This design comes from an exercise in tuning for small area, a short achievable clock period and few clock cycles per item on the open sky130 flow, not from production work. No run shown here included a check of the RTL's function; only the layout flow was run.

==> design/flow/design.v <==
package gdd_pkg;
  localparam logic [8:0] FR6  = 9'd122;
  localparam logic [8:0] FR7  = 9'd142;
  localparam logic [8:0] FR12 = 9'd246;
  localparam logic [8:0] FR13 = 9'd266;
  localparam logic [8:0] FR18 = 9'd368;
  localparam logic [8:0] FR19 = 9'd388;
endpackage
module gdd_date_unit (
  input  logic [15:0] year_i,
  input  logic [3:0]  month_i,
  input  logic        okb_i,     
  input  logic        f29_i,     
  output logic        ok_o,
  output logic [7:0]  qz_o,
  output logic [1:0]  g_o,
  output logic [8:0]  cum_o,     
  output logic        lp_o       
);
  logic [11:0] z;
  logic [3:0]  y3;
  logic [16:0] prod;
  logic [8:0]  f;
  assign z  = year_i[15:4];
  assign y3 = year_i[3:0];
  logic pp_1, pp_2, pp_3, pp_4, pp_5, pp_6, pp_7, pp_8, pp_9, pp_10, pp_11, pp_12, pp_13, pp_14, pp_15, pp_16, pp_17, pp_18, pp_19, pp_20, pp_21, pp_22, pp_23, pp_24, pp_25, pp_26, pp_27, pp_28, pp_29, pp_30, pp_31, pp_32, pp_33, pp_34, pp_35, pp_36, pp_37, pp_38, pp_39, pp_40, pp_41, pp_42, pp_43, pp_44, pp_45, pp_46, pp_47, pp_48, pp_49, pp_50;
  gdd_ha u_pp_1 (.a(z[0]), .b(z[2]), .s(pp_1), .co(pp_2));
  gdd_fa u_pp_3 (.a(z[1]), .b(z[3]), .c(z[6]), .s(pp_3), .co(pp_4));
  gdd_fa u_pp_5 (.a(z[2]), .b(z[4]), .c(z[7]), .s(pp_5), .co(pp_6));
  gdd_fa u_pp_7 (.a(z[3]), .b(z[5]), .c(z[8]), .s(pp_7), .co(pp_8));
  gdd_fa u_pp_9 (.a(z[4]), .b(z[6]), .c(z[9]), .s(pp_9), .co(pp_10));
  gdd_fa u_pp_11 (.a(z[5]), .b(z[7]), .c(z[10]), .s(pp_11), .co(pp_12));
  gdd_fa u_pp_13 (.a(z[6]), .b(z[8]), .c(z[11]), .s(pp_13), .co(pp_14));
  gdd_ha u_pp_15 (.a(z[7]), .b(z[9]), .s(pp_15), .co(pp_16));
  gdd_ha u_pp_17 (.a(z[8]), .b(z[10]), .s(pp_17), .co(pp_18));
  gdd_ha u_pp_19 (.a(z[9]), .b(z[11]), .s(pp_19), .co(pp_20));
  gdd_ha u_pp_21 (.a(z[1]), .b(~z[6]), .s(pp_21), .co(pp_22));
  gdd_ha u_pp_23 (.a(z[2]), .b(~z[7]), .s(pp_23), .co(pp_24));
  gdd_fa u_pp_25 (.a(z[0]), .b(z[3]), .c(~z[8]), .s(pp_25), .co(pp_26));
  gdd_fa u_pp_27 (.a(z[1]), .b(z[4]), .c(~z[9]), .s(pp_27), .co(pp_28));
  gdd_fa u_pp_29 (.a(z[5]), .b(~z[10]), .c(pp_1), .s(pp_29), .co(pp_30));
  gdd_fa u_pp_31 (.a(~z[11]), .b(pp_2), .c(pp_3), .s(pp_31), .co(pp_32));
  gdd_fa u_pp_33 (.a(~1'b0), .b(pp_4), .c(pp_5), .s(pp_33), .co(pp_34));
  gdd_fa u_pp_35 (.a(~1'b0), .b(pp_6), .c(pp_7), .s(pp_35), .co(pp_36));
  gdd_fa u_pp_37 (.a(~1'b0), .b(pp_8), .c(pp_9), .s(pp_37), .co(pp_38));
  gdd_fa u_pp_39 (.a(~1'b0), .b(pp_10), .c(pp_11), .s(pp_39), .co(pp_40));
  gdd_fa u_pp_41 (.a(~1'b0), .b(pp_12), .c(pp_13), .s(pp_41), .co(pp_42));
  gdd_fa u_pp_43 (.a(~1'b0), .b(pp_15), .c(pp_14), .s(pp_43), .co(pp_44));
  gdd_fa u_pp_45 (.a(~1'b0), .b(pp_16), .c(pp_17), .s(pp_45), .co(pp_46));
  gdd_fa u_pp_47 (.a(~1'b0), .b(pp_18), .c(pp_19), .s(pp_47), .co(pp_48));
  gdd_fa u_pp_49 (.a(z[10]), .b(~1'b0), .c(pp_20), .s(pp_49), .co(pp_50));
  logic pa_1, pa_2, pa_3, pa_4, pa_5, pa_6, pa_7, pa_8, pa_9, pa_10, pa_11, pa_12, pa_13, pa_14, pa_15, pa_16, pa_17, pa_18, pa_19, pa_20, pa_21, pa_22, pa_23, pa_24, pa_25, pa_26, pa_27, pa_28, pa_29, pa_30, pa_31, pa_32, pa_33, pa_34, pa_35, pa_36, pa_37, pa_38, pa_39, pa_40, pa_41, pa_42, pa_43, pa_44, pa_45, pa_46, pa_47, pa_48, pa_49, pa_50, pa_51, pa_52, pa_53, pa_54, pa_55, pa_56, pa_57, pa_58, pa_59, pa_60, pa_61, pa_62, pa_63, pa_64, pa_65, pa_66, pa_67, pa_68, pa_69, pa_70, pa_71, pa_72, pa_73, pa_74, pa_75, pa_76, pa_77, pa_78, pa_79, pa_80, pa_81, pa_82, pa_83, pa_84, pa_85, pa_86, pa_87, pa_88;
  gdd_ha u_pa_1 (.a(pp_21), .b(~1'b0), .s(pa_1), .co(pa_2));
  gdd_ha u_pa_3 (.a(pp_22), .b(pp_23), .s(pa_3), .co(pa_4));
  gdd_ha u_pa_5 (.a(pp_24), .b(pp_25), .s(pa_5), .co(pa_6));
  gdd_ha u_pa_7 (.a(pp_26), .b(pp_27), .s(pa_7), .co(pa_8));
  gdd_ha u_pa_9 (.a(pp_28), .b(pp_29), .s(pa_9), .co(pa_10));
  gdd_ha u_pa_11 (.a(pp_30), .b(pp_31), .s(pa_11), .co(pa_12));
  gdd_ha u_pa_13 (.a(pp_32), .b(pp_33), .s(pa_13), .co(pa_14));
  gdd_ha u_pa_15 (.a(pp_34), .b(pp_35), .s(pa_15), .co(pa_16));
  gdd_ha u_pa_17 (.a(pp_36), .b(pp_37), .s(pa_17), .co(pa_18));
  gdd_ha u_pa_19 (.a(pp_38), .b(pp_39), .s(pa_19), .co(pa_20));
  gdd_ha u_pa_21 (.a(pp_40), .b(pp_41), .s(pa_21), .co(pa_22));
  gdd_ha u_pa_23 (.a(pp_42), .b(pp_43), .s(pa_23), .co(pa_24));
  gdd_ha u_pa_25 (.a(pp_44), .b(pp_45), .s(pa_25), .co(pa_26));
  gdd_ha u_pa_27 (.a(pp_46), .b(pp_47), .s(pa_27), .co(pa_28));
  gdd_ha u_pa_29 (.a(pp_48), .b(pp_49), .s(pa_29), .co(pa_30));
  gdd_ha u_pa_31 (.a(pp_50), .b(~z[11]), .s(pa_31), .co(pa_32));
  gdd_ha u_pa_33 (.a(z[11]), .b(~1'b0), .s(pa_33), .co(pa_34));
  gdd_g u_pa_35 (.g1(pa_4), .p1(pa_3), .g0(pa_2), .g(pa_35));
  gdd_pg u_pa_36 (.g1(pa_8), .p1(pa_7), .g0(pa_6), .p0(pa_5), .g(pa_36), .p(pa_37));
  gdd_pg u_pa_38 (.g1(pa_12), .p1(pa_11), .g0(pa_10), .p0(pa_9), .g(pa_38), .p(pa_39));
  gdd_pg u_pa_40 (.g1(pa_16), .p1(pa_15), .g0(pa_14), .p0(pa_13), .g(pa_40), .p(pa_41));
  gdd_pg u_pa_42 (.g1(pa_20), .p1(pa_19), .g0(pa_18), .p0(pa_17), .g(pa_42), .p(pa_43));
  gdd_pg u_pa_44 (.g1(pa_24), .p1(pa_23), .g0(pa_22), .p0(pa_21), .g(pa_44), .p(pa_45));
  gdd_pg u_pa_46 (.g1(pa_28), .p1(pa_27), .g0(pa_26), .p0(pa_25), .g(pa_46), .p(pa_47));
  gdd_pg u_pa_48 (.g1(pa_32), .p1(pa_31), .g0(pa_30), .p0(pa_29), .g(pa_48), .p(pa_49));
  gdd_g u_pa_50 (.g1(pa_36), .p1(pa_37), .g0(pa_35), .g(pa_50));
  gdd_pg u_pa_51 (.g1(pa_40), .p1(pa_41), .g0(pa_38), .p0(pa_39), .g(pa_51), .p(pa_52));
  gdd_pg u_pa_53 (.g1(pa_44), .p1(pa_45), .g0(pa_42), .p0(pa_43), .g(pa_53), .p(pa_54));
  gdd_pg u_pa_55 (.g1(pa_48), .p1(pa_49), .g0(pa_46), .p0(pa_47), .g(pa_55), .p(pa_56));
  gdd_g u_pa_57 (.g1(pa_51), .p1(pa_52), .g0(pa_50), .g(pa_57));
  gdd_pg u_pa_58 (.g1(pa_55), .p1(pa_56), .g0(pa_53), .p0(pa_54), .g(pa_58), .p(pa_59));
  gdd_g u_pa_60 (.g1(pa_58), .p1(pa_59), .g0(pa_57), .g(pa_60));
  gdd_g u_pa_61 (.g1(pa_53), .p1(pa_54), .g0(pa_57), .g(pa_61));
  gdd_g u_pa_62 (.g1(pa_38), .p1(pa_39), .g0(pa_50), .g(pa_62));
  gdd_g u_pa_63 (.g1(pa_42), .p1(pa_43), .g0(pa_57), .g(pa_63));
  gdd_g u_pa_64 (.g1(pa_46), .p1(pa_47), .g0(pa_61), .g(pa_64));
  gdd_g u_pa_65 (.g1(pa_6), .p1(pa_5), .g0(pa_35), .g(pa_65));
  gdd_g u_pa_66 (.g1(pa_10), .p1(pa_9), .g0(pa_50), .g(pa_66));
  gdd_g u_pa_67 (.g1(pa_14), .p1(pa_13), .g0(pa_62), .g(pa_67));
  gdd_g u_pa_68 (.g1(pa_18), .p1(pa_17), .g0(pa_57), .g(pa_68));
  gdd_g u_pa_69 (.g1(pa_22), .p1(pa_21), .g0(pa_63), .g(pa_69));
  gdd_g u_pa_70 (.g1(pa_26), .p1(pa_25), .g0(pa_61), .g(pa_70));
  gdd_g u_pa_71 (.g1(pa_30), .p1(pa_29), .g0(pa_64), .g(pa_71));
  gdd_g u_pa_72 (.g1(pa_34), .p1(pa_33), .g0(pa_60), .g(pa_72));
  assign pa_73 = pa_3 ^ pa_2;
  assign pa_74 = pa_5 ^ pa_35;
  assign pa_75 = pa_7 ^ pa_65;
  assign pa_76 = pa_9 ^ pa_50;
  assign pa_77 = pa_11 ^ pa_66;
  assign pa_78 = pa_13 ^ pa_62;
  assign pa_79 = pa_15 ^ pa_67;
  assign pa_80 = pa_17 ^ pa_57;
  assign pa_81 = pa_19 ^ pa_68;
  assign pa_82 = pa_21 ^ pa_63;
  assign pa_83 = pa_23 ^ pa_69;
  assign pa_84 = pa_25 ^ pa_61;
  assign pa_85 = pa_27 ^ pa_70;
  assign pa_86 = pa_29 ^ pa_64;
  assign pa_87 = pa_31 ^ pa_71;
  assign pa_88 = pa_33 ^ pa_60;
  assign prod = {pa_88, pa_87, pa_86, pa_85, pa_84, pa_83, pa_82, pa_81, pa_80, pa_79, pa_78, pa_77, pa_76, pa_75, pa_74, pa_73, pa_1};
  assign qz_o = prod[16:9];
  assign f    = prod[8:0];
  logic r6, r7, r12, r13, r18, r19;
  assign r6  = (f >= gdd_pkg::FR6);
  assign r7  = (f >= gdd_pkg::FR7);
  assign r12 = (f >= gdd_pkg::FR12);
  assign r13 = (f >= gdd_pkg::FR13);
  assign r18 = (f >= gdd_pkg::FR18);
  assign r19 = (f >= gdd_pkg::FR19);
  logic gt100, gt200, gt300, is100, is200, is300, leap;
  assign gt100 = r7  || (r6  && (y3 >= 4'd5));
  assign gt200 = r13 || (r12 && (y3 >= 4'd9));
  assign gt300 = r19 || (r18 && (y3 >= 4'd13));
  assign is100 = r6  && !r7  && (y3 == 4'd4);
  assign is200 = r12 && !r13 && (y3 == 4'd8);
  assign is300 = r18 && !r19 && (y3 == 4'd12);
  assign leap  = (y3[1:0] == 2'b00) && !is100 && !is200 && !is300;
  assign g_o   = {gt200, gt100 ^ gt200 ^ gt300};
  always_comb begin
    unique case (month_i)
      4'd2:    cum_o = 9'd31;
      4'd3:    cum_o = 9'd59;
      4'd4:    cum_o = 9'd90;
      4'd5:    cum_o = 9'd120;
      4'd6:    cum_o = 9'd151;
      4'd7:    cum_o = 9'd181;
      4'd8:    cum_o = 9'd212;
      4'd9:    cum_o = 9'd243;
      4'd10:   cum_o = 9'd273;
      4'd11:   cum_o = 9'd304;
      4'd12:   cum_o = 9'd334;
      default: cum_o = 9'd0;
    endcase
  end
  assign lp_o = leap && (month_i > 4'd2);
  assign ok_o = okb_i || (f29_i && leap);
endmodule
module gdd_diff (
  input  logic [15:0] dy,       
  input  logic        dy16n,    
  input  logic [7:0]  nqz,      
  input  logic        nqz8n,    
  input  logic [1:0]  neg_,     
  input  logic [1:0]  sg,
  input  logic [10:0] du,       
  input  logic        elp,
  input  logic        nslp,     
  output logic [25:0] days_o
);
  logic ds_1, ds_2, ds_3, ds_4, ds_5, ds_6, ds_7, ds_8, ds_9, ds_10, ds_11, ds_12, ds_13, ds_14, ds_15, ds_16, ds_17, ds_18, ds_19, ds_20, ds_21, ds_22, ds_23, ds_24, ds_25, ds_26, ds_27, ds_28, ds_29, ds_30, ds_31, ds_32, ds_33, ds_34, ds_35, ds_36, ds_37, ds_38, ds_39, ds_40, ds_41, ds_42, ds_43, ds_44, ds_45, ds_46, ds_47, ds_48, ds_49, ds_50, ds_51, ds_52, ds_53, ds_54, ds_55, ds_56, ds_57, ds_58, ds_59, ds_60, ds_61, ds_62, ds_63, ds_64, ds_65, ds_66, ds_67, ds_68, ds_69, ds_70, ds_71, ds_72, ds_73, ds_74, ds_75, ds_76, ds_77, ds_78, ds_79, ds_80, ds_81, ds_82, ds_83, ds_84, ds_85, ds_86, ds_87, ds_88, ds_89, ds_90, ds_91, ds_92, ds_93, ds_94, ds_95, ds_96, ds_97, ds_98, ds_99, ds_100, ds_101, ds_102, ds_103, ds_104, ds_105, ds_106, ds_107, ds_108, ds_109, ds_110, ds_111, ds_112, ds_113, ds_114, ds_115, ds_116, ds_117, ds_118, ds_119, ds_120, ds_121, ds_122, ds_123, ds_124, ds_125, ds_126, ds_127, ds_128, ds_129, ds_130, ds_131, ds_132, ds_133, ds_134, ds_135, ds_136, ds_137, ds_138, ds_139, ds_140, ds_141, ds_142, ds_143, ds_144, ds_145, ds_146, ds_147, ds_148, ds_149, ds_150, ds_151, ds_152, ds_153, ds_154, ds_155, ds_156, ds_157, ds_158, ds_159, ds_160, ds_161, ds_162, ds_163, ds_164, ds_165, ds_166, ds_167, ds_168, ds_169, ds_170, ds_171, ds_172, ds_173, ds_174, ds_175, ds_176, ds_177, ds_178, ds_179, ds_180, ds_181, ds_182, ds_183, ds_184, ds_185, ds_186, ds_187, ds_188, ds_189, ds_190, ds_191, ds_192, ds_193, ds_194, ds_195, ds_196, ds_197, ds_198, ds_199, ds_200, ds_201, ds_202, ds_203, ds_204, ds_205, ds_206, ds_207, ds_208, ds_209, ds_210, ds_211, ds_212, ds_213, ds_214, ds_215, ds_216, ds_217, ds_218;
  gdd_fa u_ds_1 (.a(dy[2]), .b(nqz[0]), .c(neg_[0]), .s(ds_1), .co(ds_2));
  gdd_fa u_ds_3 (.a(dy[3]), .b(nqz[1]), .c(nqz[0]), .s(ds_3), .co(ds_4));
  gdd_ha u_ds_5 (.a(neg_[1]), .b(sg[1]), .s(ds_5), .co(ds_6));
  gdd_fa u_ds_7 (.a(dy[4]), .b(nqz[2]), .c(nqz[1]), .s(ds_7), .co(ds_8));
  gdd_ha u_ds_9 (.a(dy[5]), .b(nqz[3]), .s(ds_9), .co(ds_10));
  gdd_fa u_ds_11 (.a(dy[6]), .b(nqz[4]), .c(nqz[3]), .s(ds_11), .co(ds_12));
  gdd_fa u_ds_13 (.a(dy[7]), .b(nqz[5]), .c(nqz[4]), .s(ds_13), .co(ds_14));
  gdd_fa u_ds_15 (.a(dy[8]), .b(nqz[6]), .c(nqz[5]), .s(ds_15), .co(ds_16));
  gdd_fa u_ds_17 (.a(dy[0]), .b(dy[9]), .c(nqz[7]), .s(ds_17), .co(ds_18));
  gdd_ha u_ds_19 (.a(nqz[6]), .b(du[7]), .s(ds_19), .co(ds_20));
  gdd_fa u_ds_21 (.a(dy[0]), .b(dy[1]), .c(dy[10]), .s(ds_21), .co(ds_22));
  gdd_fa u_ds_23 (.a(nqz8n), .b(nqz[7]), .c(du[8]), .s(ds_23), .co(ds_24));
  assign ds_25 = dy[4] ^ dy[7];
  assign ds_26 = dy[4] | dy[7];
  gdd_fa u_ds_27 (.a(dy[1]), .b(dy[2]), .c(dy[11]), .s(ds_27), .co(ds_28));
  gdd_fa u_ds_29 (.a(nqz8n), .b(du[9]), .c(~dy[5]), .s(ds_29), .co(ds_30));
  assign ds_31 = dy[8] ^ dy[9];
  assign ds_32 = dy[8] | dy[9];
  gdd_fa u_ds_33 (.a(dy[2]), .b(dy[3]), .c(dy[12]), .s(ds_33), .co(ds_34));
  gdd_fa u_ds_35 (.a(~du[10]), .b(dy[6]), .c(dy[9]), .s(ds_35), .co(ds_36));
  gdd_fa u_ds_37 (.a(dy[3]), .b(dy[4]), .c(dy[13]), .s(ds_37), .co(ds_38));
  assign ds_39 = dy[7] ^ dy[10];
  assign ds_40 = dy[7] | dy[10];
  gdd_fa u_ds_41 (.a(dy[4]), .b(dy[5]), .c(dy[14]), .s(ds_41), .co(ds_42));
  assign ds_43 = dy[8] ^ dy[11];
  assign ds_44 = dy[8] | dy[11];
  gdd_fa u_ds_45 (.a(dy[5]), .b(dy[6]), .c(dy[15]), .s(ds_45), .co(ds_46));
  assign ds_47 = dy[9] ^ dy[12];
  assign ds_48 = dy[9] | dy[12];
  gdd_fa u_ds_49 (.a(dy[6]), .b(dy[7]), .c(dy16n), .s(ds_49), .co(ds_50));
  gdd_ha u_ds_51 (.a(dy[7]), .b(dy[8]), .s(ds_51), .co(ds_52));
  gdd_fa u_ds_53 (.a(sg[0]), .b(elp), .c(nslp), .s(ds_53), .co(ds_54));
  gdd_fa u_ds_55 (.a(~du[1]), .b(dy[0]), .c(dy[1]), .s(ds_55), .co(ds_56));
  gdd_ha u_ds_57 (.a(ds_5), .b(ds_2), .s(ds_57), .co(ds_58));
  gdd_fa u_ds_59 (.a(~du[2]), .b(dy[1]), .c(dy[2]), .s(ds_59), .co(ds_60));
  gdd_fa u_ds_61 (.a(ds_6), .b(ds_4), .c(ds_7), .s(ds_61), .co(ds_62));
  gdd_fa u_ds_63 (.a(nqz[2]), .b(du[3]), .c(ds_9), .s(ds_63), .co(ds_64));
  gdd_fa u_ds_65 (.a(dy[2]), .b(dy[3]), .c(~ds_8), .s(ds_65), .co(ds_66));
  gdd_fa u_ds_67 (.a(~du[4]), .b(dy[0]), .c(dy[3]), .s(ds_67), .co(ds_68));
  gdd_fa u_ds_69 (.a(~dy[4]), .b(ds_10), .c(ds_11), .s(ds_69), .co(ds_70));
  gdd_fa u_ds_71 (.a(~du[5]), .b(dy[1]), .c(dy[4]), .s(ds_71), .co(ds_72));
  gdd_fa u_ds_73 (.a(~dy[5]), .b(ds_12), .c(ds_13), .s(ds_73), .co(ds_74));
  gdd_fa u_ds_75 (.a(~du[6]), .b(dy[2]), .c(dy[5]), .s(ds_75), .co(ds_76));
  gdd_fa u_ds_77 (.a(~dy[6]), .b(ds_14), .c(ds_15), .s(ds_77), .co(ds_78));
  gdd_fa u_ds_79 (.a(dy[3]), .b(dy[6]), .c(dy[7]), .s(ds_79), .co(ds_80));
  gdd_fa u_ds_81 (.a(ds_19), .b(ds_16), .c(ds_17), .s(ds_81), .co(ds_82));
  gdd_fa u_ds_83 (.a(~dy[8]), .b(ds_20), .c(ds_25), .s(ds_83), .co(ds_84));
  gdd_fa u_ds_85 (.a(ds_18), .b(ds_21), .c(ds_23), .s(ds_85), .co(ds_86));
  gdd_fa u_ds_87 (.a(ds_31), .b(ds_22), .c(ds_24), .s(ds_87), .co(ds_88));
  gdd_fa u_ds_89 (.a(~ds_26), .b(ds_27), .c(ds_29), .s(ds_89), .co(ds_90));
  gdd_fa u_ds_91 (.a(dy[10]), .b(ds_32), .c(~ds_28), .s(ds_91), .co(ds_92));
  gdd_fa u_ds_93 (.a(ds_30), .b(ds_33), .c(~ds_35), .s(ds_93), .co(ds_94));
  assign ds_95 = dy[11] ^ 1'b0 ^ ~ds_39;
  assign ds_96 = (dy[11] & 1'b0) | (dy[11] & ~ds_39) | (1'b0 & ~ds_39);
  gdd_fa u_ds_97 (.a(ds_34), .b(ds_37), .c(~ds_36), .s(ds_97), .co(ds_98));
  assign ds_99 = dy[12] ^ 1'b0 ^ ds_40;
  assign ds_100 = (dy[12] & 1'b0) | (dy[12] & ds_40) | (1'b0 & ds_40);
  gdd_fa u_ds_101 (.a(ds_43), .b(ds_38), .c(ds_41), .s(ds_101), .co(ds_102));
  assign ds_103 = dy[13] ^ 1'b0 ^ ds_44;
  assign ds_104 = (dy[13] & 1'b0) | (dy[13] & ds_44) | (1'b0 & ds_44);
  gdd_fa u_ds_105 (.a(ds_47), .b(ds_42), .c(ds_45), .s(ds_105), .co(ds_106));
  gdd_fa u_ds_107 (.a(dy[10]), .b(dy[13]), .c(dy[14]), .s(ds_107), .co(ds_108));
  gdd_fa u_ds_109 (.a(~ds_48), .b(ds_46), .c(ds_49), .s(ds_109), .co(ds_110));
  gdd_fa u_ds_111 (.a(dy[11]), .b(dy[14]), .c(dy[15]), .s(ds_111), .co(ds_112));
  gdd_fa u_ds_113 (.a(~1'b0), .b(ds_51), .c(ds_50), .s(ds_113), .co(ds_114));
  gdd_fa u_ds_115 (.a(dy[8]), .b(dy[9]), .c(ds_52), .s(ds_115), .co(ds_116));
  gdd_fa u_ds_117 (.a(dy[12]), .b(dy[15]), .c(dy16n), .s(ds_117), .co(ds_118));
  gdd_fa u_ds_119 (.a(dy[9]), .b(dy[10]), .c(~dy[13]), .s(ds_119), .co(ds_120));
  gdd_ha u_ds_121 (.a(dy[10]), .b(dy[11]), .s(ds_121), .co(ds_122));
  gdd_ha u_ds_123 (.a(dy[11]), .b(dy[12]), .s(ds_123), .co(ds_124));
  gdd_ha u_ds_125 (.a(du[0]), .b(~dy[0]), .s(ds_125), .co(ds_126));
  gdd_fa u_ds_127 (.a(ds_54), .b(ds_3), .c(ds_57), .s(ds_127), .co(ds_128));
  gdd_fa u_ds_129 (.a(ds_56), .b(ds_59), .c(~ds_58), .s(ds_129), .co(ds_130));
  gdd_fa u_ds_131 (.a(~ds_60), .b(ds_63), .c(ds_62), .s(ds_131), .co(ds_132));
  gdd_fa u_ds_133 (.a(~ds_67), .b(ds_64), .c(ds_69), .s(ds_133), .co(ds_134));
  gdd_fa u_ds_135 (.a(ds_68), .b(ds_71), .c(~ds_70), .s(ds_135), .co(ds_136));
  gdd_fa u_ds_137 (.a(ds_72), .b(ds_75), .c(~ds_74), .s(ds_137), .co(ds_138));
  gdd_fa u_ds_139 (.a(ds_76), .b(ds_79), .c(~ds_78), .s(ds_139), .co(ds_140));
  gdd_fa u_ds_141 (.a(~ds_80), .b(ds_83), .c(ds_82), .s(ds_141), .co(ds_142));
  gdd_fa u_ds_143 (.a(ds_84), .b(ds_86), .c(ds_87), .s(ds_143), .co(ds_144));
  gdd_fa u_ds_145 (.a(ds_88), .b(ds_90), .c(ds_93), .s(ds_145), .co(ds_146));
  gdd_fa u_ds_147 (.a(~ds_95), .b(ds_94), .c(ds_97), .s(ds_147), .co(ds_148));
  gdd_fa u_ds_149 (.a(ds_96), .b(ds_99), .c(~ds_98), .s(ds_149), .co(ds_150));
  gdd_fa u_ds_151 (.a(ds_100), .b(ds_103), .c(~ds_102), .s(ds_151), .co(ds_152));
  gdd_fa u_ds_153 (.a(ds_107), .b(ds_104), .c(~ds_106), .s(ds_153), .co(ds_154));
  gdd_fa u_ds_155 (.a(ds_108), .b(ds_111), .c(~ds_110), .s(ds_155), .co(ds_156));
  gdd_fa u_ds_157 (.a(ds_112), .b(ds_117), .c(~ds_115), .s(ds_157), .co(ds_158));
  gdd_fa u_ds_159 (.a(dy16n), .b(~ds_119), .c(ds_118), .s(ds_159), .co(ds_160));
  assign ds_161 = dy[14] ^ 1'b0 ^ ~ds_121;
  assign ds_162 = (dy[14] & 1'b0) | (dy[14] & ~ds_121) | (1'b0 & ~ds_121);
  assign ds_163 = dy[15] ^ 1'b0 ^ ~ds_122;
  assign ds_164 = (dy[15] & 1'b0) | (dy[15] & ~ds_122) | (1'b0 & ~ds_122);
  gdd_fa u_ds_165 (.a(dy[12]), .b(dy[13]), .c(ds_124), .s(ds_165), .co(ds_166));
  gdd_ha u_ds_167 (.a(dy[13]), .b(dy[14]), .s(ds_167), .co(ds_168));
  gdd_ha u_ds_169 (.a(dy[14]), .b(dy[15]), .s(ds_169), .co(ds_170));
  gdd_ha u_ds_171 (.a(ds_125), .b(ds_53), .s(ds_171), .co(ds_172));
  gdd_fa u_ds_173 (.a(ds_126), .b(~ds_55), .c(ds_127), .s(ds_173), .co(ds_174));
  gdd_fa u_ds_175 (.a(ds_61), .b(ds_128), .c(~ds_129), .s(ds_175), .co(ds_176));
  gdd_fa u_ds_177 (.a(ds_65), .b(ds_130), .c(~ds_131), .s(ds_177), .co(ds_178));
  gdd_fa u_ds_179 (.a(~ds_66), .b(ds_132), .c(ds_133), .s(ds_179), .co(ds_180));
  gdd_fa u_ds_181 (.a(ds_73), .b(ds_134), .c(~ds_135), .s(ds_181), .co(ds_182));
  gdd_fa u_ds_183 (.a(~ds_77), .b(ds_136), .c(ds_137), .s(ds_183), .co(ds_184));
  gdd_fa u_ds_185 (.a(~ds_81), .b(ds_138), .c(ds_139), .s(ds_185), .co(ds_186));
  gdd_fa u_ds_187 (.a(ds_85), .b(ds_141), .c(~ds_140), .s(ds_187), .co(ds_188));
  gdd_fa u_ds_189 (.a(ds_89), .b(ds_142), .c(ds_143), .s(ds_189), .co(ds_190));
  gdd_fa u_ds_191 (.a(~ds_91), .b(ds_144), .c(ds_145), .s(ds_191), .co(ds_192));
  gdd_fa u_ds_193 (.a(~ds_92), .b(ds_146), .c(ds_147), .s(ds_193), .co(ds_194));
  gdd_fa u_ds_195 (.a(ds_101), .b(ds_148), .c(~ds_149), .s(ds_195), .co(ds_196));
  gdd_fa u_ds_197 (.a(~ds_105), .b(ds_150), .c(ds_151), .s(ds_197), .co(ds_198));
  gdd_fa u_ds_199 (.a(~ds_109), .b(ds_152), .c(ds_153), .s(ds_199), .co(ds_200));
  gdd_fa u_ds_201 (.a(~ds_113), .b(ds_154), .c(ds_155), .s(ds_201), .co(ds_202));
  gdd_fa u_ds_203 (.a(~ds_114), .b(ds_157), .c(ds_156), .s(ds_203), .co(ds_204));
  gdd_fa u_ds_205 (.a(~ds_116), .b(ds_159), .c(ds_158), .s(ds_205), .co(ds_206));
  gdd_fa u_ds_207 (.a(~ds_120), .b(ds_161), .c(ds_160), .s(ds_207), .co(ds_208));
  gdd_fa u_ds_209 (.a(~ds_123), .b(ds_162), .c(ds_163), .s(ds_209), .co(ds_210));
  gdd_fa u_ds_211 (.a(dy16n), .b(~ds_165), .c(ds_164), .s(ds_211), .co(ds_212));
  gdd_fa u_ds_213 (.a(~1'b0), .b(ds_167), .c(ds_166), .s(ds_213), .co(ds_214));
  gdd_fa u_ds_215 (.a(~1'b0), .b(ds_168), .c(ds_169), .s(ds_215), .co(ds_216));
  gdd_fa u_ds_217 (.a(dy[15]), .b(dy16n), .c(ds_170), .s(ds_217), .co(ds_218));
  logic fa_1, fa_2, fa_3, fa_4, fa_5, fa_6, fa_7, fa_8, fa_9, fa_10, fa_11, fa_12, fa_13, fa_14, fa_15, fa_16, fa_17, fa_18, fa_19, fa_20, fa_21, fa_22, fa_23, fa_24, fa_25, fa_26, fa_27, fa_28, fa_29, fa_30, fa_31, fa_32, fa_33, fa_34, fa_35, fa_36, fa_37, fa_38, fa_39, fa_40, fa_41, fa_42, fa_43, fa_44, fa_45, fa_46, fa_47, fa_48, fa_49, fa_50, fa_51, fa_52, fa_53, fa_54, fa_55, fa_56, fa_57, fa_58, fa_59, fa_60, fa_61, fa_62, fa_63, fa_64, fa_65, fa_66, fa_67, fa_68, fa_69, fa_70, fa_71, fa_72, fa_73, fa_74, fa_75, fa_76, fa_77, fa_78, fa_79, fa_80, fa_81, fa_82, fa_83, fa_84, fa_85, fa_86, fa_87, fa_88, fa_89, fa_90, fa_91, fa_92, fa_93, fa_94, fa_95, fa_96, fa_97, fa_98, fa_99, fa_100, fa_101, fa_102, fa_103, fa_104, fa_105, fa_106, fa_107, fa_108, fa_109, fa_110, fa_111, fa_112, fa_113, fa_114, fa_115, fa_116, fa_117, fa_118, fa_119, fa_120, fa_121, fa_122, fa_123, fa_124, fa_125, fa_126, fa_127, fa_128, fa_129, fa_130, fa_131, fa_132, fa_133, fa_134, fa_135, fa_136, fa_137, fa_138;
  gdd_ha u_fa_1 (.a(ds_171), .b(ds_1), .s(fa_1), .co(fa_2));
  gdd_ha u_fa_3 (.a(ds_172), .b(ds_173), .s(fa_3), .co(fa_4));
  gdd_ha u_fa_5 (.a(ds_174), .b(ds_175), .s(fa_5), .co(fa_6));
  gdd_ha u_fa_7 (.a(ds_176), .b(~ds_177), .s(fa_7), .co(fa_8));
  gdd_ha u_fa_9 (.a(~ds_178), .b(ds_179), .s(fa_9), .co(fa_10));
  gdd_ha u_fa_11 (.a(ds_180), .b(ds_181), .s(fa_11), .co(fa_12));
  gdd_ha u_fa_13 (.a(ds_182), .b(~ds_183), .s(fa_13), .co(fa_14));
  gdd_ha u_fa_15 (.a(~ds_184), .b(~ds_185), .s(fa_15), .co(fa_16));
  gdd_ha u_fa_17 (.a(~ds_186), .b(ds_187), .s(fa_17), .co(fa_18));
  gdd_ha u_fa_19 (.a(ds_188), .b(ds_189), .s(fa_19), .co(fa_20));
  gdd_ha u_fa_21 (.a(ds_190), .b(ds_191), .s(fa_21), .co(fa_22));
  gdd_ha u_fa_23 (.a(ds_192), .b(ds_193), .s(fa_23), .co(fa_24));
  gdd_ha u_fa_25 (.a(ds_194), .b(ds_195), .s(fa_25), .co(fa_26));
  gdd_ha u_fa_27 (.a(ds_196), .b(~ds_197), .s(fa_27), .co(fa_28));
  gdd_ha u_fa_29 (.a(~ds_198), .b(~ds_199), .s(fa_29), .co(fa_30));
  gdd_ha u_fa_31 (.a(~ds_200), .b(~ds_201), .s(fa_31), .co(fa_32));
  gdd_ha u_fa_33 (.a(~ds_202), .b(~ds_203), .s(fa_33), .co(fa_34));
  gdd_ha u_fa_35 (.a(~ds_204), .b(~ds_205), .s(fa_35), .co(fa_36));
  gdd_ha u_fa_37 (.a(~ds_206), .b(~ds_207), .s(fa_37), .co(fa_38));
  gdd_ha u_fa_39 (.a(~ds_208), .b(~ds_209), .s(fa_39), .co(fa_40));
  gdd_ha u_fa_41 (.a(~ds_210), .b(~ds_211), .s(fa_41), .co(fa_42));
  gdd_ha u_fa_43 (.a(~ds_212), .b(ds_213), .s(fa_43), .co(fa_44));
  gdd_ha u_fa_45 (.a(ds_214), .b(ds_215), .s(fa_45), .co(fa_46));
  gdd_ha u_fa_47 (.a(ds_216), .b(ds_217), .s(fa_47), .co(fa_48));
  gdd_ha u_fa_49 (.a(ds_218), .b(dy16n), .s(fa_49), .co(fa_50));
  gdd_g u_fa_51 (.g1(fa_4), .p1(fa_3), .g0(fa_2), .g(fa_51));
  gdd_pg u_fa_52 (.g1(fa_8), .p1(fa_7), .g0(fa_6), .p0(fa_5), .g(fa_52), .p(fa_53));
  gdd_pg u_fa_54 (.g1(fa_12), .p1(fa_11), .g0(fa_10), .p0(fa_9), .g(fa_54), .p(fa_55));
  gdd_pg u_fa_56 (.g1(fa_16), .p1(fa_15), .g0(fa_14), .p0(fa_13), .g(fa_56), .p(fa_57));
  gdd_pg u_fa_58 (.g1(fa_20), .p1(fa_19), .g0(fa_18), .p0(fa_17), .g(fa_58), .p(fa_59));
  gdd_pg u_fa_60 (.g1(fa_24), .p1(fa_23), .g0(fa_22), .p0(fa_21), .g(fa_60), .p(fa_61));
  gdd_pg u_fa_62 (.g1(fa_28), .p1(fa_27), .g0(fa_26), .p0(fa_25), .g(fa_62), .p(fa_63));
  gdd_pg u_fa_64 (.g1(fa_32), .p1(fa_31), .g0(fa_30), .p0(fa_29), .g(fa_64), .p(fa_65));
  gdd_pg u_fa_66 (.g1(fa_36), .p1(fa_35), .g0(fa_34), .p0(fa_33), .g(fa_66), .p(fa_67));
  gdd_pg u_fa_68 (.g1(fa_40), .p1(fa_39), .g0(fa_38), .p0(fa_37), .g(fa_68), .p(fa_69));
  gdd_pg u_fa_70 (.g1(fa_44), .p1(fa_43), .g0(fa_42), .p0(fa_41), .g(fa_70), .p(fa_71));
  gdd_pg u_fa_72 (.g1(fa_48), .p1(fa_47), .g0(fa_46), .p0(fa_45), .g(fa_72), .p(fa_73));
  gdd_pg u_fa_74 (.g1(1'b0), .p1(~1'b0), .g0(fa_50), .p0(fa_49), .g(fa_74), .p(fa_75));
  gdd_g u_fa_76 (.g1(fa_52), .p1(fa_53), .g0(fa_51), .g(fa_76));
  gdd_pg u_fa_77 (.g1(fa_56), .p1(fa_57), .g0(fa_54), .p0(fa_55), .g(fa_77), .p(fa_78));
  gdd_pg u_fa_79 (.g1(fa_60), .p1(fa_61), .g0(fa_58), .p0(fa_59), .g(fa_79), .p(fa_80));
  gdd_pg u_fa_81 (.g1(fa_64), .p1(fa_65), .g0(fa_62), .p0(fa_63), .g(fa_81), .p(fa_82));
  gdd_pg u_fa_83 (.g1(fa_68), .p1(fa_69), .g0(fa_66), .p0(fa_67), .g(fa_83), .p(fa_84));
  gdd_pg u_fa_85 (.g1(fa_72), .p1(fa_73), .g0(fa_70), .p0(fa_71), .g(fa_85), .p(fa_86));
  gdd_g u_fa_87 (.g1(fa_77), .p1(fa_78), .g0(fa_76), .g(fa_87));
  gdd_pg u_fa_88 (.g1(fa_81), .p1(fa_82), .g0(fa_79), .p0(fa_80), .g(fa_88), .p(fa_89));
  gdd_pg u_fa_90 (.g1(fa_85), .p1(fa_86), .g0(fa_83), .p0(fa_84), .g(fa_90), .p(fa_91));
  gdd_g u_fa_92 (.g1(fa_88), .p1(fa_89), .g0(fa_87), .g(fa_92));
  gdd_g u_fa_93 (.g1(fa_90), .p1(fa_91), .g0(fa_92), .g(fa_93));
  gdd_g u_fa_94 (.g1(fa_79), .p1(fa_80), .g0(fa_87), .g(fa_94));
  gdd_g u_fa_95 (.g1(fa_83), .p1(fa_84), .g0(fa_92), .g(fa_95));
  gdd_g u_fa_96 (.g1(fa_54), .p1(fa_55), .g0(fa_76), .g(fa_96));
  gdd_g u_fa_97 (.g1(fa_58), .p1(fa_59), .g0(fa_87), .g(fa_97));
  gdd_g u_fa_98 (.g1(fa_62), .p1(fa_63), .g0(fa_94), .g(fa_98));
  gdd_g u_fa_99 (.g1(fa_66), .p1(fa_67), .g0(fa_92), .g(fa_99));
  gdd_g u_fa_100 (.g1(fa_70), .p1(fa_71), .g0(fa_95), .g(fa_100));
  gdd_g u_fa_101 (.g1(fa_74), .p1(fa_75), .g0(fa_93), .g(fa_101));
  gdd_g u_fa_102 (.g1(fa_6), .p1(fa_5), .g0(fa_51), .g(fa_102));
  gdd_g u_fa_103 (.g1(fa_10), .p1(fa_9), .g0(fa_76), .g(fa_103));
  gdd_g u_fa_104 (.g1(fa_14), .p1(fa_13), .g0(fa_96), .g(fa_104));
  gdd_g u_fa_105 (.g1(fa_18), .p1(fa_17), .g0(fa_87), .g(fa_105));
  gdd_g u_fa_106 (.g1(fa_22), .p1(fa_21), .g0(fa_97), .g(fa_106));
  gdd_g u_fa_107 (.g1(fa_26), .p1(fa_25), .g0(fa_94), .g(fa_107));
  gdd_g u_fa_108 (.g1(fa_30), .p1(fa_29), .g0(fa_98), .g(fa_108));
  gdd_g u_fa_109 (.g1(fa_34), .p1(fa_33), .g0(fa_92), .g(fa_109));
  gdd_g u_fa_110 (.g1(fa_38), .p1(fa_37), .g0(fa_99), .g(fa_110));
  gdd_g u_fa_111 (.g1(fa_42), .p1(fa_41), .g0(fa_95), .g(fa_111));
  gdd_g u_fa_112 (.g1(fa_46), .p1(fa_45), .g0(fa_100), .g(fa_112));
  gdd_g u_fa_113 (.g1(fa_50), .p1(fa_49), .g0(fa_93), .g(fa_113));
  assign fa_114 = fa_3 ^ fa_2;
  assign fa_115 = fa_5 ^ fa_51;
  assign fa_116 = fa_7 ^ fa_102;
  assign fa_117 = fa_9 ^ fa_76;
  assign fa_118 = fa_11 ^ fa_103;
  assign fa_119 = fa_13 ^ fa_96;
  assign fa_120 = fa_15 ^ fa_104;
  assign fa_121 = fa_17 ^ fa_87;
  assign fa_122 = fa_19 ^ fa_105;
  assign fa_123 = fa_21 ^ fa_97;
  assign fa_124 = fa_23 ^ fa_106;
  assign fa_125 = fa_25 ^ fa_94;
  assign fa_126 = fa_27 ^ fa_107;
  assign fa_127 = fa_29 ^ fa_98;
  assign fa_128 = fa_31 ^ fa_108;
  assign fa_129 = fa_33 ^ fa_92;
  assign fa_130 = fa_35 ^ fa_109;
  assign fa_131 = fa_37 ^ fa_99;
  assign fa_132 = fa_39 ^ fa_110;
  assign fa_133 = fa_41 ^ fa_95;
  assign fa_134 = fa_43 ^ fa_111;
  assign fa_135 = fa_45 ^ fa_100;
  assign fa_136 = fa_47 ^ fa_112;
  assign fa_137 = fa_49 ^ fa_93;
  assign fa_138 = ~1'b0 ^ fa_113;
  assign days_o = {fa_138, fa_137, fa_136, fa_135, fa_134, fa_133, fa_132, fa_131, fa_130, fa_129, fa_128, fa_127, fa_126, fa_125, fa_124, fa_123, fa_122, fa_121, fa_120, fa_119, fa_118, fa_117, fa_116, fa_115, fa_114, fa_1};
endmodule
module gdd_fa (input logic a, b, c, output logic s, co);
  assign s  = a ^ b ^ c;
  assign co = (a & b) | (a & c) | (b & c);
endmodule
module gdd_ha (input logic a, b, output logic s, co);
  assign s  = a ^ b;
  assign co = a & b;
endmodule
module gdd_pg (input logic g1, p1, g0, p0, output logic g, p);
  assign g = g1 | (p1 & g0);
  assign p = p1 & p0;
endmodule
module gdd_g (input logic g1, p1, g0, output logic g);
  assign g = g1 | (p1 & g0);
endmodule
module gregorian_date_difference_days (
  input  logic        clk_i,
  input  logic        rst_ni,
  input  logic        s_axis_tvalid_i,
  output logic        s_axis_tready_o,
  input  logic [71:0] s_axis_tdata_i,
  output logic        m_axis_tvalid_o,
  input  logic        m_axis_tready_i,
  output logic [31:0] m_axis_tdata_o,
  output logic [0:0]  m_axis_tuser_o
);
  logic [15:0] ey, sy;
  logic [3:0]  em, sm;
  logic [4:0]  ed, sd, eh, sh;
  logic [5:0]  emi, smi;
  assign {smi, sh, sd, sm, sy, emi, eh, ed, em, ey} = s_axis_tdata_i;
  logic en, v1_q, v2_q, v3_q;
  assign en = !v3_q || m_axis_tready_i;
  always_ff @(posedge clk_i or negedge rst_ni) begin
    if (!rst_ni) begin
      v1_q <= 1'b0;
      v2_q <= 1'b0;
      v3_q <= 1'b0;
    end else if (en) begin
      v1_q <= s_axis_tvalid_i;
      v2_q <= v1_q;
      v3_q <= v2_q;
    end
  end
  function automatic logic [4:0] month_len(input logic [3:0] mo);
    unique case (mo)
      4'd1, 4'd3, 4'd5, 4'd7, 4'd8, 4'd10, 4'd12: month_len = 5'd31;
      4'd4, 4'd6, 4'd9, 4'd11:                    month_len = 5'd30;
      4'd2:                                       month_len = 5'd28;
      default:                                    month_len = 5'd0;
    endcase
  endfunction
  logic [15:0] ey1, sy1;
  logic [3:0]  em1, sm1;
  logic [4:0]  ed1, sd1;
  logic        dec1, inc1, tok1, eokb1, sokb1, ef291, sf291;
  always_ff @(posedge clk_i) begin
    if (en) begin
      ey1   <= ey;
      sy1   <= sy;
      em1   <= em;
      sm1   <= sm;
      ed1   <= ed;
      sd1   <= sd;
      dec1  <= ({ey, em, ed} > {sy, sm, sd}) && ({sh, smi} > {eh, emi});
      inc1  <= ({ey, em, ed} < {sy, sm, sd}) && ({eh, emi} > {sh, smi});
      tok1  <= (eh <= 5'd23) && (emi <= 6'd59) && (sh <= 5'd23) && (smi <= 6'd59);
      eokb1 <= (ed != 5'd0) && (ed <= month_len(em));
      sokb1 <= (sd != 5'd0) && (sd <= month_len(sm));
      ef291 <= (em == 4'd2) && (ed == 5'd29);
      sf291 <= (sm == 4'd2) && (sd == 5'd29);
    end
  end
  logic       eok, sok, elp, slp;
  logic [7:0] eqz, sqz;
  logic [1:0] eg, sg;
  logic [8:0] ecum, scum;
  gdd_date_unit u_end (
    .year_i(ey1), .month_i(em1), .okb_i(eokb1), .f29_i(ef291),
    .ok_o(eok), .qz_o(eqz), .g_o(eg), .cum_o(ecum), .lp_o(elp)
  );
  gdd_date_unit u_start (
    .year_i(sy1), .month_i(sm1), .okb_i(sokb1), .f29_i(sf291),
    .ok_o(sok), .qz_o(sqz), .g_o(sg), .cum_o(scum), .lp_o(slp)
  );
  logic [16:0] dy;
  logic [8:0]  dqz;
  logic [10:0] du;
  logic        hq, dec, inc;
  assign hq  = (ey1[1:0] != 2'd0) && ((sy1[1:0] == 2'd0) || (ey1[1:0] < sy1[1:0]));
  assign dec = dec1;
  assign inc = inc1;
  logic us_1, us_2, us_3, us_4, us_5, us_6, us_7, us_8, us_9, us_10, us_11, us_12, us_13, us_14, us_15, us_16, us_17, us_18, us_19, us_20, us_21, us_22, us_23, us_24, us_25, us_26, us_27, us_28, us_29, us_30, us_31, us_32, us_33, us_34, us_35, us_36, us_37, us_38, us_39, us_40, us_41, us_42, us_43, us_44, us_45, us_46;
  gdd_fa u_us_1 (.a(ecum[0]), .b(ed1[0]), .c(~scum[0]), .s(us_1), .co(us_2));
  assign us_3 = sd1[0] ^ 1'b0 ^ ~us_1;
  assign us_4 = (sd1[0] & 1'b0) | (sd1[0] & ~us_1) | (1'b0 & ~us_1);
  gdd_fa u_us_5 (.a(ecum[1]), .b(ed1[1]), .c(~scum[1]), .s(us_5), .co(us_6));
  gdd_fa u_us_7 (.a(ecum[2]), .b(ed1[2]), .c(~scum[2]), .s(us_7), .co(us_8));
  gdd_ha u_us_9 (.a(ecum[3]), .b(ed1[3]), .s(us_9), .co(us_10));
  gdd_fa u_us_11 (.a(ecum[4]), .b(ed1[4]), .c(~scum[4]), .s(us_11), .co(us_12));
  gdd_ha u_us_13 (.a(hq), .b(~us_3), .s(us_13), .co(us_14));
  gdd_fa u_us_15 (.a(sd1[1]), .b(us_5), .c(us_2), .s(us_15), .co(us_16));
  gdd_fa u_us_17 (.a(sd1[2]), .b(sd1[1]), .c(~us_6), .s(us_17), .co(us_18));
  gdd_fa u_us_19 (.a(scum[3]), .b(sd1[3]), .c(~us_9), .s(us_19), .co(us_20));
  assign us_21 = sd1[4] ^ 1'b0 ^ ~us_10;
  assign us_22 = (sd1[4] & 1'b0) | (sd1[4] & ~us_10) | (1'b0 & ~us_10);
  assign us_23 = ~ecum[5] ^ scum[5] ^ 1'b0;
  assign us_24 = (~ecum[5] & scum[5]) | (~ecum[5] & 1'b0) | (scum[5] & 1'b0);
  gdd_ha u_us_25 (.a(ecum[6]), .b(~scum[6]), .s(us_25), .co(us_26));
  gdd_ha u_us_27 (.a(ecum[7]), .b(~scum[7]), .s(us_27), .co(us_28));
  gdd_ha u_us_29 (.a(us_13), .b(inc), .s(us_29), .co(us_30));
  gdd_fa u_us_31 (.a(us_15), .b(~us_4), .c(us_14), .s(us_31), .co(us_32));
  gdd_fa u_us_33 (.a(us_7), .b(us_16), .c(~us_17), .s(us_33), .co(us_34));
  gdd_fa u_us_35 (.a(~us_8), .b(us_19), .c(us_18), .s(us_35), .co(us_36));
  gdd_fa u_us_37 (.a(~us_11), .b(us_20), .c(us_21), .s(us_37), .co(us_38));
  gdd_fa u_us_39 (.a(~us_12), .b(us_23), .c(us_22), .s(us_39), .co(us_40));
  assign us_41 = 1'b0 ^ ~us_25 ^ us_24;
  assign us_42 = (1'b0 & ~us_25) | (1'b0 & us_24) | (~us_25 & us_24);
  gdd_fa u_us_43 (.a(~1'b0), .b(us_26), .c(us_27), .s(us_43), .co(us_44));
  gdd_fa u_us_45 (.a(ecum[8]), .b(~scum[8]), .c(us_28), .s(us_45), .co(us_46));
  logic qa_1, qa_2, qa_3, qa_4, qa_5, qa_6, qa_7, qa_8, qa_9, qa_10, qa_11, qa_12, qa_13, qa_14, qa_15, qa_16, qa_17, qa_18, qa_19, qa_20, qa_21, qa_22, qa_23, qa_24, qa_25, qa_26, qa_27, qa_28, qa_29, qa_30, qa_31, qa_32, qa_33, qa_34, qa_35, qa_36, qa_37, qa_38, qa_39, qa_40, qa_41, qa_42;
  gdd_ha u_qa_1 (.a(eqz[0]), .b(~sqz[0]), .s(qa_1), .co(qa_2));
  gdd_ha u_qa_3 (.a(eqz[1]), .b(~sqz[1]), .s(qa_3), .co(qa_4));
  gdd_ha u_qa_5 (.a(eqz[2]), .b(~sqz[2]), .s(qa_5), .co(qa_6));
  gdd_ha u_qa_7 (.a(eqz[3]), .b(~sqz[3]), .s(qa_7), .co(qa_8));
  gdd_ha u_qa_9 (.a(eqz[4]), .b(~sqz[4]), .s(qa_9), .co(qa_10));
  gdd_ha u_qa_11 (.a(eqz[5]), .b(~sqz[5]), .s(qa_11), .co(qa_12));
  gdd_ha u_qa_13 (.a(eqz[6]), .b(~sqz[6]), .s(qa_13), .co(qa_14));
  gdd_ha u_qa_15 (.a(eqz[7]), .b(~sqz[7]), .s(qa_15), .co(qa_16));
  assign qa_17 = qa_2 | (qa_1 & 1'b1);
  gdd_g u_qa_18 (.g1(qa_4), .p1(qa_3), .g0(qa_17), .g(qa_18));
  gdd_pg u_qa_19 (.g1(qa_8), .p1(qa_7), .g0(qa_6), .p0(qa_5), .g(qa_19), .p(qa_20));
  gdd_pg u_qa_21 (.g1(qa_12), .p1(qa_11), .g0(qa_10), .p0(qa_9), .g(qa_21), .p(qa_22));
  gdd_pg u_qa_23 (.g1(qa_16), .p1(qa_15), .g0(qa_14), .p0(qa_13), .g(qa_23), .p(qa_24));
  gdd_g u_qa_25 (.g1(qa_19), .p1(qa_20), .g0(qa_18), .g(qa_25));
  gdd_pg u_qa_26 (.g1(qa_23), .p1(qa_24), .g0(qa_21), .p0(qa_22), .g(qa_26), .p(qa_27));
  gdd_g u_qa_28 (.g1(qa_26), .p1(qa_27), .g0(qa_25), .g(qa_28));
  gdd_g u_qa_29 (.g1(qa_21), .p1(qa_22), .g0(qa_25), .g(qa_29));
  gdd_g u_qa_30 (.g1(qa_6), .p1(qa_5), .g0(qa_18), .g(qa_30));
  gdd_g u_qa_31 (.g1(qa_10), .p1(qa_9), .g0(qa_25), .g(qa_31));
  gdd_g u_qa_32 (.g1(qa_14), .p1(qa_13), .g0(qa_29), .g(qa_32));
  gdd_g u_qa_33 (.g1(1'b0), .p1(~1'b0), .g0(qa_28), .g(qa_33));
  assign qa_34 = qa_1 ^ 1'b1;
  assign qa_35 = qa_3 ^ qa_17;
  assign qa_36 = qa_5 ^ qa_18;
  assign qa_37 = qa_7 ^ qa_30;
  assign qa_38 = qa_9 ^ qa_25;
  assign qa_39 = qa_11 ^ qa_31;
  assign qa_40 = qa_13 ^ qa_29;
  assign qa_41 = qa_15 ^ qa_32;
  assign qa_42 = ~1'b0 ^ qa_28;
  assign du = {({1'b0, us_46, us_44, ~us_42, ~us_40, ~us_38, ~us_36, us_34, us_32, us_30, us_29} + {1'b0, ~1'b0, us_45, us_43, ~us_41, ~us_39, ~us_37, ~us_35, us_33, us_31, ~dec})};
  assign dy = {({1'b0, ey1} - {1'b0, sy1})};
  assign dqz = {qa_42, qa_41, qa_40, qa_39, qa_38, qa_37, qa_36, qa_35, qa_34};
  logic [15:0] dy2;
  logic        dy16n2, nqz8n2, elp2, nslp2, ok2;
  logic [7:0]  nqz2;
  logic [1:0]  neg2, sg2;
  logic [10:0] du2;
  always_ff @(posedge clk_i) begin
    if (en) begin
      dy2    <= dy[15:0];
      dy16n2 <= !dy[16];
      nqz2   <= ~dqz[7:0];
      nqz8n2 <= dqz[8];
      neg2   <= ~eg;
      sg2    <= sg;
      du2    <= du;
      elp2   <= elp;
      nslp2  <= !slp;
      ok2    <= eok && sok && tok1;
    end
  end
  logic [25:0] days;
  gdd_diff u_diff (
    .dy(dy2), .dy16n(dy16n2), .nqz(nqz2), .nqz8n(nqz8n2),
    .neg_(neg2), .sg(sg2), .du(du2), .elp(elp2), .nslp(nslp2),
    .days_o(days)
  );
  logic        ok3;
  logic [25:0] days3;
  always_ff @(posedge clk_i) begin
    if (en) begin
      ok3   <= ok2;
      days3 <= ok2 ? days : 26'd0;
    end
  end
  assign s_axis_tready_o   = en;
  assign m_axis_tvalid_o   = v3_q;
  assign m_axis_tdata_o    = {6'd0, days3};
  assign m_axis_tuser_o[0] = ok3;
endmodule
==> design/flow/run.sh <==
#!/bin/bash
# synth_recipe.tcl (not shown) runs the flow's synth.tcl, then flattens the netlist and writes it again
# the make line also repeats each setting of config.mk as NAME=value (left out here)
make -C /OpenROAD-flow-scripts/flow DESIGN_CONFIG=/design/flow/config.mk WORK_HOME=/design/flow/orfs CLKGATE_MAP_FILE= SYNTH_SCRIPT=/design/flow/synth_recipe.tcl finish
==> design/flow/config.mk <==
export PLATFORM = sky130hd
export DESIGN_NAME = gregorian_date_difference_days
export DESIGN_NICKNAME = gregorian_date_difference_days
export VERILOG_FILES = /design/flow/design.v
export SDC_FILE = /design/flow/constraint.sdc
export NUM_CORES = 4
export LEC_CHECK = 0
export CAP_MARGIN = 20
export CORE_MARGIN = 2
export CORE_UTILIZATION = 50
export SLEW_MARGIN = 20
export SYNTH_HIERARCHICAL = 1
export SYNTH_MINIMUM_KEEP_SIZE = 0
==> design/flow/constraint.sdc <==
create_clock -name core_clock -period 8.5 [get_ports {clk_i}]
set_input_delay 1.7000 -clock core_clock [delete_from_list [all_inputs] [get_ports {clk_i}]]
set_output_delay 1.7000 -clock core_clock [all_outputs]
set_load 0.01 [all_outputs]
==> flow_summary.yaml, run 1 <==
cts:
  ctsHtreeMaxLevel: 4
  cts_made_buffers: 17
  cts_sinks: 131
  clk_latency_ps: 420
  postCtsHoldBufs: 0
  ctsResizeCount: 0
  cts_tree: "built"
  clkTransAtPathRegs_ps: 60
  cts_setup_buffers: 0
  clockBufferDepth: 2
  cts_root_buf: "clkbuf_16"
cells_and_area:
  final_cell_mix: "inv_1 (208), ha_1 (196), fa_1 (142)"
  fillers: 2544
  nets: 1813
  area_growth_pct: 12.19
  antenna_cells: 0
  layout_commonest_cell: "inv_1"
  drive_above_1_share_pct: 4.745
die:
  die_height_um: 173.8
  num_rows: 62
  core_area_um2: 28550
  io_pins: 111
  dieArea_um2: 30190
  start_util_pct: 50.47
  fp.dieW_um: 173.8
worst_setup_path:
  path_max_fanout: 73
  cp.required_ps: 6800
  reg2reg_depth: 16
  crit_path_start_kind: "input port"
  rr_startpoint: "dy2[3]"
  worstReg2RegEnd: "days3[23]"
  r2r_slack_ps: 3610
  cp.arrival_ps: 3570
  endpoint_kind: "output pin"
  crit_type: "input port to output pin"
global_routing:
  antenna_found_initial: 1
  grt_max_degree: 74
  first_global_vias: 9528
  grtUsageTotal_pct: 20.05
  overflow: 0
  grt_pass1_wl_mm: 47.89
min_path:
  hold_class: "register to register"
  hp-start: "v2_q"
  hold_depth: 1
  min_to: "v3_q"
sta:
  worst_pin_slew_ps: 931.6
  finalClockSkew_ps: 13.75
  finalCritPeriodShare_pct: 61.95
  setup_tns_ps: 0
  slew_violations: 0
  maxSlewHeadroom_pct: 37.89
  rsz0062_at_grt: "false"
  fmax_mhz: 189.9
  period_needed_ps: 5266
  holdWs_ps: 455.1
  hold_violations: 0
  finalSetupViolCount: 0
placement:
  gp_congestion: 0.8601
  dp_hpwl_mm: 24.04
  port_buffers: 104
synthesis:
  synthArstFlopShare_pct: 2.290
  synth-edff-count: 128
  synth_area_per_cell_um2: 11.03
  ys_warn_count: 8
  synth_area_um2: 14410
  yosys.cell_types.count: 67
  ys_seq_area_share_pct: 27.20
  ys.flop_type: "edfxtp_1"
  netlist_instances: 1306
  ys_seq_elements: 131
routing:
  drtAntennaViolNets: 0
  wirelength_mm: 28.67
  drtPass1Iterations: 7
  vias: 9174
  drc: 0
  routedWlPerCell_um: 15.96
  drt-initial-drc-count: 502
  vias_per_cell: 5.108
status:
  status: "timing/DRC/antenna clean"
job:
  drv_cap: 0
[stage by stage]
| step | setup WS (ps) | utilization [%] | cell area (µm²) | cells |
|---|---|---|---|---|
| 6_report | 3234 | 56.63 | 16170 | 1796 |
| 4_1_cts | 3181 | 56.63 | 16170 | 1796 |
| 3_5_place_dp | 3182 | 54.73 | 15620 | 1764 |
| 5_1_grt | 3120 | 56.63 | 16170 | 1796 |
| 3_3_place_gp | 3188 | 54.73 | 15620 | 1764 |
| 2_1_floorplan | 1875 | - | 14510 | 1333 |
[cell usage after synthesis, drive strengths merged (6+ instances only)]
library cell	n	area [µm²]
inv	208	780.8
ha	196	2452
fa	142	2843
edfxtp	128	3844
a21o	113	850.8
and2	71	444.2
xor2	63	596.8
buf	54	407.9
a21oi	43	215.2
nor2	32	120.1
nand2	25	93.84
o21ai	25	125.1
nand4	22	137.6
xnor2	22	192.7
nand3	15	75.07
and3	12	85.08
o21a	12	91.34
nor2b	10	70.06
mux2i	8	80.08
nor3	8	50.05
o22ai	8	75.07
a211oi	7	62.56
nand2b	7	43.79
a31oi	6	37.54
mux2	6	67.56
nor4	6	37.54
[per-module statistics from Yosys (local to each module, per instance)]
module | times used | area (µm²) | cells
gregorian_date_difference_days | 1 | 6894 | 566
gdd_diff | 1 | 845.8 | 144
gdd_date_unit | 2 | 807.0 | 106
gdd_fa | 140 | 20.02 | 1
gdd_pg | 44 | 13.76 | 2
gdd_ha | 95 | 12.51 | 1
gdd_g | 61 | 7.507 | 1
[logic make-up (layout without fill, tap and decap cells)]
kind of cell,Yosys count,after routing,share of synthesized area [%]
buffers and inverters,266,345,8.354
and+or+nand+nor,220,220,8.614
muxes,16,16,1.337
other,5,32,0.1303
AOI/OAI and AO/OA,245,245,12.14
adders and majority gates,338,338,36.75
DFF,131,131,27.20
xor gates and xnor gates,85,85,5.479
[cell type report]
type | count | area (µm²) | area share, %
tap | 384 | 480.5 | 2.972
clock inverter | 13 | 108.9 | 0.6734
timing repair buffer | 105 | 1049 | 6.486
inverter | 208 | 780.7 | 4.830
multi-input combinational | 936 | 9395 | 58.12
sequential | 131 | 3919 | 24.24
clock buffer | 19 | 432.9 | 2.678
[metal layers]
layer | share of wire [%] | GRT usage (%) | up-vias | routed length, µm
met5 | 0 | 0 | - | 0
met1 | 47 | 26.57 | 4366 | 13340
li1 | - | - | 4572 | -
met2 | 47 | 33.70 | 198 | 13520
met4 | 3.1 | 7.633 | 0 | 886
met3 | 3.2 | 2.588 | 38 | 930
[state kept, by name, summed over array words and instances (netlist names), 2 cells and up]
signal	flops
days3	26
dy2	16
ey1	16
sy1	16
du2	11
nqz2	8
ed1	5
sd1	5
em1	4
sm1	4
neg2	2
sg2	2
[critical path, stage by stage]
cell and delay (ps):
clkdlybuf4s50_1 450, nand2b_4 720, clkdlybuf4s50_1 690
[worst max-delay path by stage]
stage,start,end,slack (ps),cells past startpoint
finish,m_axis_tready_i,s_axis_tready_o,3230,3
global route,m_axis_tready_i,s_axis_tready_o,3120,3
CTS,m_axis_tready_i,s_axis_tready_o,3180,3
detailed placement,m_axis_tready_i,s_axis_tready_o,3180,3
global placement,m_axis_tready_i,s_axis_tready_o,3190,3
floorplan,m_axis_tready_i,s_axis_tready_o,1880,1
==> run 2: changes to the inputs <==
--- a/design/flow/design.v
+++ b/design/flow/design.v
@@ -408,17 +408,29 @@
   logic [4:0]  ed, sd, eh, sh;
   logic [5:0]  emi, smi;
   assign {smi, sh, sd, sm, sy, emi, eh, ed, em, ey} = s_axis_tdata_i;
-  logic en, v1_q, v2_q, v3_q;
-  assign en = !v3_q || m_axis_tready_i;
+  logic en, v1_q, v2_q;
+  logic qv0_q, qv1_q, wp_q, rp_q;
+  logic push, pop;
+  assign en   = !(qv0_q && qv1_q);
+  assign push = v2_q && en;
+  assign pop  = m_axis_tvalid_o && m_axis_tready_i;
   always_ff @(posedge clk_i or negedge rst_ni) begin
     if (!rst_ni) begin
-      v1_q <= 1'b0;
-      v2_q <= 1'b0;
-      v3_q <= 1'b0;
-    end else if (en) begin
-      v1_q <= s_axis_tvalid_i;
-      v2_q <= v1_q;
-      v3_q <= v2_q;
+      v1_q  <= 1'b0;
+      v2_q  <= 1'b0;
+      qv0_q <= 1'b0;
+      qv1_q <= 1'b0;
+      wp_q  <= 1'b0;
+      rp_q  <= 1'b0;
+    end else begin
+      if (en) begin
+        v1_q <= s_axis_tvalid_i;
+        v2_q <= v1_q;
+      end
+      if (push) wp_q <= !wp_q;
+      if (pop)  rp_q <= !rp_q;
+      if ((push && !wp_q) || (pop && !rp_q)) qv0_q <= push && !wp_q;
+      if ((push && wp_q) || (pop && rp_q))   qv1_q <= push && wp_q;
     end
   end
   function automatic logic [4:0] month_len(input logic [3:0] mo);
@@ -556,16 +568,24 @@
     .neg_(neg2), .sg(sg2), .du(du2), .elp(elp2), .nslp(nslp2),
     .days_o(days)
   );
-  logic        ok3;
-  logic [25:0] days3;
+  logic        qok0_q, qok1_q;
+  logic [25:0] qd0_q, qd1_q;
   always_ff @(posedge clk_i) begin
-    if (en) begin
-      ok3   <= ok2;
-      days3 <= ok2 ? days : 26'd0;
+    if (push && !wp_q) begin
+      qok0_q <= ok2;
+      qd0_q  <= days;
+    end
+    if (push && wp_q) begin
+      qok1_q <= ok2;
+      qd1_q  <= days;
     end
   end
   assign s_axis_tready_o   = en;
-  assign m_axis_tvalid_o   = v3_q;
-  assign m_axis_tdata_o    = {6'd0, days3};
-  assign m_axis_tuser_o[0] = ok3;
+  assign m_axis_tvalid_o   = rp_q ? qv1_q : qv0_q;
+  logic        ok_out;
+  logic [25:0] d_out;
+  assign ok_out            = rp_q ? qok1_q : qok0_q;
+  assign d_out             = rp_q ? qd1_q : qd0_q;
+  assign m_axis_tdata_o    = {6'd0, ok_out ? d_out : 26'd0};
+  assign m_axis_tuser_o[0] = ok_out;
 endmodule
==> run 2 against run 1 <==
  * Setup slack gained 430 ps
  * Fmax increased by 8.8%
  * Final cell count is 5.2% higher
  * Synthesized area up 8.5%
  * Register-to-register slack improved by 50 ps
  * Critical endpoint is now du2[10]
==> flow_summary.yaml, run 2 <==
synthesis:
  ys_seq_area_share_pct: 30.73
  ys_seq_elements: 161
  synth-edff-count: 155
  synth_top_area_share_pct: 29.77
  synth_area_um2: 15630
  synth-simple-area-share_pct: 7.732
  yosys.cell_types.count: 65
routing:
  drtAntennaViolNets: 0
  routedWlPerCell_um: 16.27
  drt-initial-drc-count: 499
  vias: 9791
  vias_per_cell: 5.183
  drtPass1Iterations: 4
cells_and_area:
  nets: 1894
  layout_commonest_cell: "inv_1"
  final_cell_mix: "inv_1 (216), ha_1 (196), edfxtp_1 (155)"
  reg_top3: "qd0_q x26, qd1_q x26"
  area_growth_pct: 11.69
cts:
  ctsResizeCount: 0
  postCtsHoldBufs: 0
  clkTransAtPathRegs_ps: 60
  cts_tree: "built"
  cts_made_buffers: 17
  cts_root_buf: "clkbuf_16"
  ctsHtreeMaxLevel: 4
sta:
  finalCritPeriodShare_pct: 56.94
  setup_tns_ps: 0
  finalSetupViolCount: 0
  fmax_mhz: 206.6
  worst_pin_slew_ps: 822.9
  maxSlewHeadroom_pct: 45.14
global_routing:
  first_global_vias: 10070
  overflow: 0
  grt_use_met3_pct: 3.265
  grtUsageTotal_pct: 19.93
  antenna_found_initial: 0
  grt_max_degree: 68
min_path:
  hold_class: "register to register"
die:
  dieArea_um2: 32700
  core_area_um2: 30670
  start_util_pct: 50.97
worst_setup_path:
  cp.arrival_ps: 5020
  crit_type: "register to register"
  path_max_fanout: 7
  cp.required_ps: 8680
placement:
  port_buffers: 104
  dp_hpwl_mm: 25.24
status:
  status: "timing/DRC/antenna clean"
run 2: changes by cell type after synthesis, sizes merged, moves of 4 or more:
cell | before | now
nor2 | 32 | 60
a21o | 113 | 123
clkbuf | 4 | 9
nand4 | 22 | 26
nand2 | 25 | 32
mux2i | 8 | 34
inv | 208 | 216
o21a | 12 | 7
a21oi | 43 | 34
and2 | 71 | 45
edfxtp | 128 | 155
run 2: worst paths after layout:
| path | start | to | cells after the start |
|---|---|---|---|
| worst min register to register | ok2 | qok0_q | 0 |
| worst max-delay path | em1[1] | du2[10] | 13 |
| worst max register to register | em1[1] | du2[10] | 13 |
| worst min-delay path | ok2 | qok0_q | 0 |
| min in group asynchronous | rst_ni | qv0_q | 1 |
| max in group asynchronous | rst_ni | wp_q | 1 |
run 2: cell families (layout without fill, tap and decap cells):
| group | count (synthesis) | in the layout |
|---|---|---|
| adders and majority gates | 338 | 338 |
| buffers and inverters | 281 | 357 |
| AOI/OAI and AO/OA | 245 | 245 |
| muxes | 43 | 43 |
| xor gates and xnor gates | 88 | 88 |
| other | 5 | 32 |
| and+or+nand+nor | 229 | 229 |
| DFF | 161 | 161 |
run 2: final cells by class:
class,instances,area (µm²)
sequential,161,4805
inverter,216,810.8
clock buffer,20,436.7
fill,2658,13210
clock inverter,12,158.9
tap,396,495.5
multi-input combinational,975,9676
timing repair buffer,109,1079
run 2: Yosys stat by module, one instance, submodules excluded:
module	flops+latches	area [µm²]	cells inside
gdd_ha	0	12.51	1
gdd_date_unit	0	807.0	106
gdd_fa	0	20.02	1
gdd_diff	0	845.8	144
gdd_pg	0	13.76	2
gdd_g	0	7.507	1
gregorian_date_difference_days	161	8118	650
run 2: critical path, stage by stage (launching register included):
cell and delay [ps]:
edfxtp_1 470, inv_1 180, ha_1 270, mux4_2 520, fa_1 580, fa_1 450, fa_1 540, fa_1 440
a21o_1 170, a21oi_1 210, o21ai_0 160, nor4_1 190, nor3_1 120, a211o_1 300
run 2: through the flow:
step / area, µm² / hold WS, ps / setup WS [ps] / std cells
final: 17460 / 468.0 / 3660 / 1889
after global routing: 17460 / 476.5 / 3365 / 1889
after CTS: 17460 / 472.9 / 3654 / 1889
after detailed placement: 16860 / 458.9 / 3664 / 1857
after global placement: 16860 / 434.5 / 3716 / 1857
after floorplan: 15730 / 421.5 / 3745 / 1417
run 2: per-layer routing:
metal / vias up / wire (µm)
li1: 4877 / -
met1: 4708 / 14560
met2: 186 / 14770
met3: 20 / 1068
met4: 0 / 342
met5: - / 0

[re-timing with driven ports]
How much do the figures lean on ideal ports? The routed layouts below were timed once more, with nothing changed but the port constraints. Step 1, drivers: a clkbuf_16 drives clk_i and a buf_2 each remaining input, both assumed. Step 2 moves the port delays by t, midway between the first and last clock arrival at a register: inputs arrive t later, outputs are due t later. That takes back most of the time a late clock gives input paths. Three values: ideal, step 1, step 2; two values: the first two.
| run | t (ns) | slack for setup (ns) | worst hold slack (ns) | clock arrival spread, ns |
|---|---|---|---|---|
| run 1 | 0.458 | 3.234 / 3.207 / 3.207 | 0.455 / 0.455 / 0.455 | 0.014 / 0.014 |
| run 2 | 0.482 | 3.660 / 3.660 / 3.660 | 0.468 / 0.468 / 0.468 | 0.011 / 0.011 |
After both steps every run listed still meets setup and hold. The setup slack of run 1, which loses most, moves by -0.027 ns with the drivers and by -0.027 ns with both steps.
